From an optimization exercise on the open Yosys and OpenROAD flow, aimed at small area; shortcuts taken in it are not production practice. RTL that was checked went through simulation tests only; none was proved equivalent to the original. Power figures rest on the tool's default switching activity, not on a simulated workload.

==> module firChannel, before the edit <==
module firChannel #(
    parameter int          N        = 6,
    parameter int          Base     = 0,
    parameter logic [18*N-1:0] InitCoef = '0
) (
    input  logic        iClk,
    input  logic        iRst,
    input  logic        iChanged,
    input  logic [17:0] iData,
    input  logic        iCoefWrEn,
    input  logic [3:0]  iCoefWrAddr,
    input  logic [17:0] iCoefWrData,
    output logic        oChanged,
    output logic [17:0] oData
);
    localparam int PW = 3;           
    function automatic int tapOf(input int p);
        tapOf = (p == 0) ? 0 : N - p;
    endfunction
    logic [PW-1:0] ph;           
    logic [17:0]   coefQ [N];
    logic [17:0]   sampQ [N];
    logic          togQ;         
    logic          busy;         
    logic          act;          
    logic [3:0]    rnd;          
    logic          fin;          
    logic [2:0]    vcnt;         
    logic [21:0]   acc;          
    logic          newS;
    logic          go;
    logic          endRnd;
    logic          lastPh;
    assign newS   = iChanged ^ togQ;
    assign lastPh = (ph == PW'(N - 1));
    assign go     = busy & (act | (ph == '0));
    assign endRnd = go & lastPh;
    logic [17:0] wdHi;
    logic [17:0] wdLo;
    assign wdHi = iCoefWrData | {18{iRst}};
    assign wdLo = iCoefWrData & ~{18{iRst}};
    always_ff @(posedge iClk or posedge iRst) begin
        if (iRst)
            ph <= '0;
        else
            ph <= lastPh ? '0 : ph + 1'b1;
    end
    for (genvar i = 0; i < N; i++) begin : gCoef
        logic        we;
        logic [17:0] wd;
        logic [17:0] initV;
        assign initV = InitCoef[18*tapOf(i) +: 18];
        assign wd = (initV & wdHi) | (~initV & wdLo);
        always_comb begin
            we = iRst;
            for (int p = 0; p < N; p++)
                if (ph == PW'(p) && iCoefWrEn && iCoefWrAddr == 4'(Base + tapOf((i + p + 1) % N)))
                    we = 1'b1;
        end
        always_ff @(posedge iClk)
            coefQ[i] <= we ? wd : coefQ[(i + 1) % N];
    end
    always_ff @(posedge iClk) begin
        if (newS)
            sampQ[0] <= iData;
        else if (go)
            sampQ[0] <= {sampQ[N-1][1:0], sampQ[N-1][17:2]};
        for (int i = 1; i < N; i++)
            if (newS | go)
                sampQ[i] <= sampQ[i-1];
    end
    logic [2:0]  dig;
    logic        valid;
    logic        bOne;
    logic        bTwo;
    logic        bNeg;
    logic [3:0]  tapK;
    always_comb begin
        if (ph == '0)
            dig = {sampQ[0][1:0], sampQ[0][17]};
        else
            dig = {sampQ[0][17:16], sampQ[0][15]};
        if (rnd == 4'd0)
            dig[0] = 1'b0;
        tapK = 4'(tapOf(0));
        for (int p = 1; p < N; p++)
            if (ph == PW'(p))
                tapK = 4'(tapOf(p));
        valid = ({1'b0, vcnt} > tapK);
        bOne = valid & (dig[1] ^ dig[0]);
        bTwo = valid & ((dig[2] & ~dig[1] & ~dig[0]) | (~dig[2] & dig[1] & dig[0]));
        bNeg = valid & dig[2];
    end
    logic [21:0] mag;
    logic [21:0] bx;
    logic [21:0] accIn;
    logic [21:0] sum;
    logic        cy;
    logic        cy0;
    logic        cy1;
    logic [10:0] hi0;
    logic [10:0] hi1;
    always_comb begin
        mag = '0;
        if (bOne)
            mag = {{4{coefQ[0][17]}}, coefQ[0]};
        else if (bTwo)
            mag = {{3{coefQ[0][17]}}, coefQ[0], 1'b0};
        bx = mag ^ {22{bNeg}};
        if (ph != '0)
            accIn = acc;
        else if (act)
            accIn = {{2{acc[21]}}, acc[21:2]};
        else
            accIn = '0;
        cy = bNeg;
        for (int i = 0; i < 11; i++) begin
            sum[i] = accIn[i] ^ bx[i] ^ cy;
            cy = (accIn[i] & bx[i]) | (accIn[i] & cy) | (bx[i] & cy);
        end
        cy0 = 1'b0;
        cy1 = 1'b1;
        for (int i = 11; i < 22; i++) begin
            hi0[i-11] = accIn[i] ^ bx[i] ^ cy0;
            cy0 = (accIn[i] & bx[i]) | (accIn[i] & cy0) | (bx[i] & cy0);
            hi1[i-11] = accIn[i] ^ bx[i] ^ cy1;
            cy1 = (accIn[i] & bx[i]) | (accIn[i] & cy1) | (bx[i] & cy1);
        end
        sum[21:11] = cy ? hi1 : hi0;
    end
    always_ff @(posedge iClk)
        acc[21:18] <= sum[21:18];
    always_ff @(posedge iClk or posedge iRst) begin
        if (iRst)
            acc[17:0] <= '0;
        else if (go)
            acc[17:0] <= sum[17:0];
    end
    always_ff @(posedge iClk or posedge iRst) begin
        if (iRst) begin
            togQ <= 1'b0;
            busy <= 1'b0;
            act <= 1'b0;
            rnd <= '0;
            fin <= 1'b0;
            oChanged <= 1'b0;
            vcnt <= '0;
        end else begin
            togQ <= iChanged;
            fin <= 1'b0;
            if (newS) begin
                busy <= 1'b1;
                if (vcnt != 3'(N))
                    vcnt <= vcnt + 1'b1;
            end
            if (go)
                act <= 1'b1;
            if (endRnd) begin
                rnd <= rnd + 1'b1;
                if (rnd == 4'd8) begin
                    busy <= 1'b0;
                    act <= 1'b0;
                    rnd <= '0;
                    fin <= 1'b1;
                end
            end
            if (fin)
                oChanged <= ~oChanged;
        end
    end
    assign oData = acc[17:0];
endmodule
==> flow/config.mk <==
export PLATFORM = sky130hd
export DESIGN_NAME = firEngine
export DESIGN_NICKNAME = firEngine
export VERILOG_FILES = /design/flow/design.v
export SDC_FILE = /design/flow/constraint.sdc
export NUM_CORES = 4
export LEC_CHECK = 0
export CAP_MARGIN = 20
export CORE_MARGIN = 2
export CORE_UTILIZATION = 40
export SLEW_MARGIN = 20
==> flow/constraint.sdc <==
create_clock -name core_clock -period 8.0 [get_ports {iClk}]
set_input_delay 1.6000 -clock core_clock [delete_from_list [all_inputs] [get_ports {iClk}]]
set_output_delay 1.6000 -clock core_clock [all_outputs]
set_load 0.01 [all_outputs]
run.sh (not shown) runs the stock make flow with config.mk's settings and CLKGATE_MAP_FILE= SYNTH_SCRIPT=/design/flow/synth_recipe.tcl, a recipe that flattens the netlist after the stock synthesis.
Change:
--- a/flow/design.v
+++ b/flow/design.v
@@ -38,4 +38,5 @@
     logic [2:0]    vcnt;         
     logic [21:0]   acc;          
+    logic [1:0]    lo;           
     logic          newS;
     logic          go;
@@ -103,12 +104,8 @@
     end
     logic [21:0] mag;
-    logic [21:0] bx;
     logic [21:0] accIn;
+    logic [22:0] sumX;
     logic [21:0] sum;
-    logic        cy;
-    logic        cy0;
-    logic        cy1;
-    logic [10:0] hi0;
-    logic [10:0] hi1;
+    logic [21:0] sumSh;
     always_comb begin
         mag = '0;
@@ -117,33 +114,23 @@
         else if (bTwo)
             mag = {{3{coefQ[0][17]}}, coefQ[0], 1'b0};
-        bx = mag ^ {22{bNeg}};
-        if (ph != '0)
-            accIn = acc;
-        else if (act)
-            accIn = {{2{acc[21]}}, acc[21:2]};
-        else
-            accIn = '0;
-        cy = bNeg;
-        for (int i = 0; i < 11; i++) begin
-            sum[i] = accIn[i] ^ bx[i] ^ cy;
-            cy = (accIn[i] & bx[i]) | (accIn[i] & cy) | (bx[i] & cy);
-        end
-        cy0 = 1'b0;
-        cy1 = 1'b1;
-        for (int i = 11; i < 22; i++) begin
-            hi0[i-11] = accIn[i] ^ bx[i] ^ cy0;
-            cy0 = (accIn[i] & bx[i]) | (accIn[i] & cy0) | (bx[i] & cy0);
-            hi1[i-11] = accIn[i] ^ bx[i] ^ cy1;
-            cy1 = (accIn[i] & bx[i]) | (accIn[i] & cy1) | (bx[i] & cy1);
-        end
-        sum[21:11] = cy ? hi1 : hi0;
+        accIn = act ? acc : '0;
+        sumX = {accIn, 1'b1} + {mag ^ {22{bNeg}}, bNeg};
+        sum = sumX[22:1];
+        sumSh = {{2{sum[21]}}, sum[21:2]};
     end
     always_ff @(posedge iClk)
-        acc[21:18] <= sum[21:18];
+        acc[21:16] <= endRnd ? sumSh[21:16] : sum[21:16];
     always_ff @(posedge iClk or posedge iRst) begin
-        if (iRst)
-            acc[17:0] <= '0;
-        else if (go)
-            acc[17:0] <= sum[17:0];
+        if (iRst) begin
+            acc[15:0] <= '0;
+            lo <= '0;
+        end else if (go) begin
+            if (endRnd) begin
+                acc[15:0] <= sumSh[15:0];
+                lo <= sum[1:0];
+            end else begin
+                acc[15:0] <= sum[15:0];
+            end
+        end
     end
     always_ff @(posedge iClk or posedge iRst) begin
@@ -179,5 +166,5 @@
         end
     end
-    assign oData = acc[17:0];
+    assign oData = {acc[15:0], lo};
 endmodule
 `timescale 1ns/10ps
Effect: The new run passed the timing, design-rule and antenna checks; register-to-register slack improved by 1.9 ns; routed wire length drops by 4.7%; total power hardly moves; non-clock buffer count came out lower by 59; count of clock-buffer cells in the layout decreases by 3; worst setup slack gets better by 1.9 ns; synthesized area increases by 2.8%; via count is about the same; synthesized cell count grows by 2.1%.
No functional check of the RTL was part of the first run of this note.

JK:
firEngine, a different RTL version from the one above (not shown whole).
Size: ~480 flip-flops, ~100 I/O pins.
==> module firChannel, before the edit <==
module firChannel #(
    parameter int              N        = 6,
    parameter int              Base     = 0,
    parameter logic [18*N-1:0] InitCoef = '0
) (
    input  logic        iClk,
    input  logic        iRst,
    input  logic        iChanged,
    input  logic [17:0] iData,
    input  logic        iCoefWrEn,
    input  logic [3:0]  iCoefWrAddr,
    input  logic [17:0] iCoefWrData,
    output logic        oChanged,
    output logic [17:0] oData
);
    logic [2:0]  ph;           
    logic        togQ;         
    logic        busy;         
    logic        act;          
    logic [3:0]  rnd;          
    logic        fin;          
    logic [2:0]  vcnt;         
    logic        newS;
    logic        lastPh;
    logic        first;
    logic        go;
    logic        nValid;
    logic        lastGo;
    logic        busyNext;
    logic        actNext;
    logic        goNext;
    logic        bOne;
    logic        bTwo;
    logic        bNeg;
    logic [17:0] coef;
    assign newS   = iChanged ^ togQ;
    assign lastPh = (ph == 3'(N - 1));
    assign first  = (ph == 3'd0);
    assign go     = busy & (act | first);
    assign lastGo   = go & lastPh & (rnd == 4'd8);
    assign busyNext = newS | (busy & ~lastGo);
    assign actNext  = (act | go) & ~lastGo;
    assign goNext   = busyNext & (actNext | lastPh);
    assign nValid   = goNext & (lastPh | ({1'b0, vcnt} + {1'b0, ph} >= 4'(N)));
    always_ff @(posedge iClk or posedge iRst) begin
        if (iRst) begin
            ph <= '0;
            togQ <= 1'b0;
            busy <= 1'b0;
            act <= 1'b0;
            rnd <= '0;
            fin <= 1'b0;
            oChanged <= 1'b0;
            vcnt <= '0;
        end else begin
            ph <= lastPh ? '0 : ph + 1'b1;
            togQ <= iChanged;
            fin <= 1'b0;
            if (newS) begin
                busy <= 1'b1;
                if (vcnt != 3'(N))
                    vcnt <= vcnt + 1'b1;
            end
            if (go)
                act <= 1'b1;
            if (go & lastPh) begin
                rnd <= rnd + 1'b1;
                if (rnd == 4'd8) begin
                    busy <= 1'b0;
                    act <= 1'b0;
                    rnd <= '0;
                    fin <= 1'b1;
                end
            end
            if (fin)
                oChanged <= ~oChanged;
        end
    end
    coefRing #(.N(N), .Base(Base), .InitCoef(InitCoef)) uCoef (
        .iClk, .iRst, .ph, .iCoefWrEn, .iCoefWrAddr, .iCoefWrData, .head(coef)
    );
    sampleRing #(.N(N)) uSamp (
        .iClk, .newS, .iData, .go, .lastPh, .rndZero(rnd == 4'd0), .nValid,
        .bOne, .bTwo, .bNeg
    );
    macUnit uMac (
        .iClk, .iRst, .shiftIn(busy & first & act), .zeroIn(busy & first & ~act),
        .bOne, .bTwo, .bNeg, .coef, .result(oData)
    );
endmodule
==> module coefRing, before the edit <==
module coefRing #(
    parameter int              N        = 6,
    parameter int              Base     = 0,
    parameter logic [18*N-1:0] InitCoef = '0
) (
    input  logic        iClk,
    input  logic        iRst,
    input  logic [2:0]  ph,
    input  logic        iCoefWrEn,
    input  logic [3:0]  iCoefWrAddr,
    input  logic [17:0] iCoefWrData,
    output logic [17:0] head
);
    function automatic int tapOf(input int p);
        tapOf = (p == 0) ? 0 : N - p;
    endfunction
    logic [17:0] coefQ [N];
    logic [17:0] wdHi;
    logic [17:0] wdLo;
    assign wdHi = iCoefWrData | {18{iRst}};
    assign wdLo = iCoefWrData & ~{18{iRst}};
    for (genvar i = 0; i < N; i++) begin : gCoef
        logic        we;
        logic [17:0] wd;
        logic [17:0] initV;
        assign initV = InitCoef[18*tapOf(i) +: 18];
        assign wd = (initV & wdHi) | (~initV & wdLo);
        always_comb begin
            we = iRst;
            for (int p = 0; p < N; p++)
                if (ph == 3'(p) && iCoefWrEn && iCoefWrAddr == 4'(Base + tapOf((i + p + 1) % N)))
                    we = 1'b1;
        end
        always_ff @(posedge iClk)
            coefQ[i] <= we ? wd : coefQ[(i + 1) % N];
    end
    assign head = coefQ[0];
endmodule
==> module macUnit, before the edit <==
module macUnit (
    input  logic        iClk,
    input  logic        iRst,
    input  logic        shiftIn,    
    input  logic        zeroIn,     
    input  logic        bOne,
    input  logic        bTwo,
    input  logic        bNeg,
    input  logic [17:0] coef,
    output logic [17:0] result
);
    logic [21:0] acc;
    logic [21:0] mag;
    logic [21:0] bx;
    logic [21:0] accIn;
    logic [21:0] sum;
    logic        cy;
    logic        cy0;
    logic        cy1;
    logic [10:0] hi0;
    logic [10:0] hi1;
    always_comb begin
        mag = '0;
        if (bOne)
            mag = {{4{coef[17]}}, coef};
        else if (bTwo)
            mag = {{3{coef[17]}}, coef, 1'b0};
        bx = mag ^ {22{bNeg}};
        if (shiftIn)
            accIn = {{2{acc[21]}}, acc[21:2]};
        else if (zeroIn)
            accIn = '0;
        else
            accIn = acc;
        cy = bNeg;
        for (int i = 0; i < 11; i++) begin
            sum[i] = accIn[i] ^ bx[i] ^ cy;
            cy = (accIn[i] & bx[i]) | (accIn[i] & cy) | (bx[i] & cy);
        end
        cy0 = 1'b0;
        cy1 = 1'b1;
        for (int i = 11; i < 22; i++) begin
            hi0[i-11] = accIn[i] ^ bx[i] ^ cy0;
            cy0 = (accIn[i] & bx[i]) | (accIn[i] & cy0) | (bx[i] & cy0);
            hi1[i-11] = accIn[i] ^ bx[i] ^ cy1;
            cy1 = (accIn[i] & bx[i]) | (accIn[i] & cy1) | (bx[i] & cy1);
        end
        sum[21:11] = cy ? hi1 : hi0;
    end
    always_ff @(posedge iClk)
        acc[21:18] <= sum[21:18];
    always_ff @(posedge iClk or posedge iRst) begin
        if (iRst)
            acc[17:0] <= '0;
        else
            acc[17:0] <= sum[17:0];
    end
    assign result = acc[17:0];
endmodule
clock: 8.0 ns
lec_check: 0
abc_area: 1
cap_margin: 20
core_margin: 2
core_utilization: 65
slew_margin: 20
standard.sh (not shown) runs the stock make flow with config.mk's settings and CLKGATE_MAP_FILE= SYNTH_SCRIPT=/design/flow/synth_recipe.tcl, a recipe that flattens the netlist after the stock synthesis.
==> flow/flow/run.sh <==
#!/bin/bash
# Standard ORFS layout with these changes: ports are buffered with the smallest
# buffer, and clock tree synthesis adds no dummy loads and clusters up to 18
# flip-flops on each leaf buffer. Each tool's full log is under orfs/logs/;
# make's output is in standard.log.
set -euo pipefail
export BUFFER_PORTS_ARGS="-buffer_cell sky130_fd_sc_hd__buf_1"
export CTS_ARGS="-sink_clustering_enable -repair_clock_nets -dont_use_dummy_load -buf_list {sky130_fd_sc_hd__clkbuf_4 sky130_fd_sc_hd__clkbuf_8} -sink_clustering_size 18 -sink_clustering_max_diameter 70"
bash standard.sh > standard.log 2>&1
--- input diff JK..AL ---
--- a/flow/design.v
+++ b/flow/design.v
@@ -92,11 +92,11 @@
     sampleRing #(.N(N)) uSamp (
         .iClk, .newS, .iData, .go, .lastPh, .rndZero(rnd == 4'd0), .nValid,
         .bOne, .bTwo, .bNeg
     );
     macUnit uMac (
-        .iClk, .iRst, .shiftIn(busy & first & act), .zeroIn(busy & first & ~act),
+        .iClk, .shiftIn(busy & first & act), .zeroIn(iRst | (busy & first & ~act)),
         .bOne, .bTwo, .bNeg, .coef, .result(oData)
     );
 endmodule
 `timescale 1ns/10ps
 module sampleRing #(
@@ -160,31 +160,36 @@
     logic [17:0] coefQ [N];
     logic [17:0] wdHi;
     logic [17:0] wdLo;
     assign wdHi = iCoefWrData | {18{iRst}};
     assign wdLo = iCoefWrData & ~{18{iRst}};
+    logic [3:0] tap;
+    logic [3:0] pos;
+    logic       hit;
+    always_comb begin
+        tap = iCoefWrAddr - 4'(Base);
+        hit = iCoefWrEn && (tap < 4'(N));
+        pos = tap + {1'b0, ph};
+        if (pos >= 4'(N))
+            pos = pos - 4'(N);
+        pos = 4'(N - 1) - pos;
+    end
     for (genvar i = 0; i < N; i++) begin : gCoef
         logic        we;
         logic [17:0] wd;
         logic [17:0] initV;
         assign initV = InitCoef[18*tapOf(i) +: 18];
         assign wd = (initV & wdHi) | (~initV & wdLo);
-        always_comb begin
-            we = iRst;
-            for (int p = 0; p < N; p++)
-                if (ph == 3'(p) && iCoefWrEn && iCoefWrAddr == 4'(Base + tapOf((i + p + 1) % N)))
-                    we = 1'b1;
-        end
+        assign we = iRst | (hit && pos == 4'(i));
         always_ff @(posedge iClk)
             coefQ[i] <= we ? wd : coefQ[(i + 1) % N];
     end
     assign head = coefQ[0];
 endmodule
 `timescale 1ns/10ps
 module macUnit (
     input  logic        iClk,
-    input  logic        iRst,
     input  logic        shiftIn,    
     input  logic        zeroIn,     
     input  logic        bOne,
     input  logic        bTwo,
     input  logic        bNeg,
@@ -228,17 +233,11 @@
             cy1 = (accIn[i] & bx[i]) | (accIn[i] & cy1) | (bx[i] & cy1);
         end
         sum[21:11] = cy ? hi1 : hi0;
     end
     always_ff @(posedge iClk)
-        acc[21:18] <= sum[21:18];
-    always_ff @(posedge iClk or posedge iRst) begin
-        if (iRst)
-            acc[17:0] <= '0;
-        else
-            acc[17:0] <= sum[17:0];
-    end
+        acc <= sum;
     assign result = acc[17:0];
 endmodule
 `timescale 1ns/10ps
 module firEngine (
     input  logic           iClk,
Findings:
AL ended up with a higher post-route minimum period than JK did.
Delta (AL minus JK): number of sinks handled by clock tree synthesis has remained practically unchanged; stage delay of the slowest cell on the critical path level.
For the total core area, AL came in 0.80% lower than JK did.
Hold slack in AL is 7.2 ps lower than in JK
Changes observed in AL relative to JK: starting utilization of the core area shrank by 0.52 points; met2 usage in global routing grew by 1.4 points; number of cells on the worst reg-to-reg path grew by 3.2%.
AL vs. JK: filler cell count in the final layout has increased, share of cells above drive strength 1 down 4.7 points.
Function not checked in JK: the RTL went through the layout flow alone.

what the ideal ports hide:
In the flow no input, the clock included, has a driving cell. The finished layouts below were timed again as built, in two steps. Step 1 (the two cells are an assumption about what drives the block):
set clk [get_ports {iClk}]
set_driving_cell -lib_cell sky130_fd_sc_hd__clkbuf_16 $clk
set_driving_cell -lib_cell sky130_fd_sc_hd__buf_2 [delete_from_list [all_inputs] $clk]
Step 2 times the ports against the registers' clock, not the clock port: input delays grow and output delays shrink by t, the midpoint of the rising clock arrivals with the driver on. a / b / c = ideal / step 1 / step 2; a / b = the first two.
run	t, ns	setup slack, ns	worst hold slack (ns)	worst setup path at the end	worst register clock-pin slew, ns
the first run of note 1	0.637	0.193 / 0.193 / 0.193	0.411 / 0.411 / 0.411	register to register	0.07 / 0.07
the second run of note 1	0.629	2.124 / 2.124 / 2.124	0.413 / 0.413 / 0.413	register to register	0.07 / 0.07
JK	0.591	0.987 / 0.987 / 0.987	0.410 / 0.410 / 0.410	register to register	0.11 / 0.11
AL	0.657	0.966 / 0.995 / 0.338	0.403 / 0.403 / 0.403	input to register	0.12 / 0.12
After both steps every run listed still meets setup and hold. For AL, which loses most, drivers alone change the setup slack by +0.029 ns; drivers and shift together by -0.628 ns.
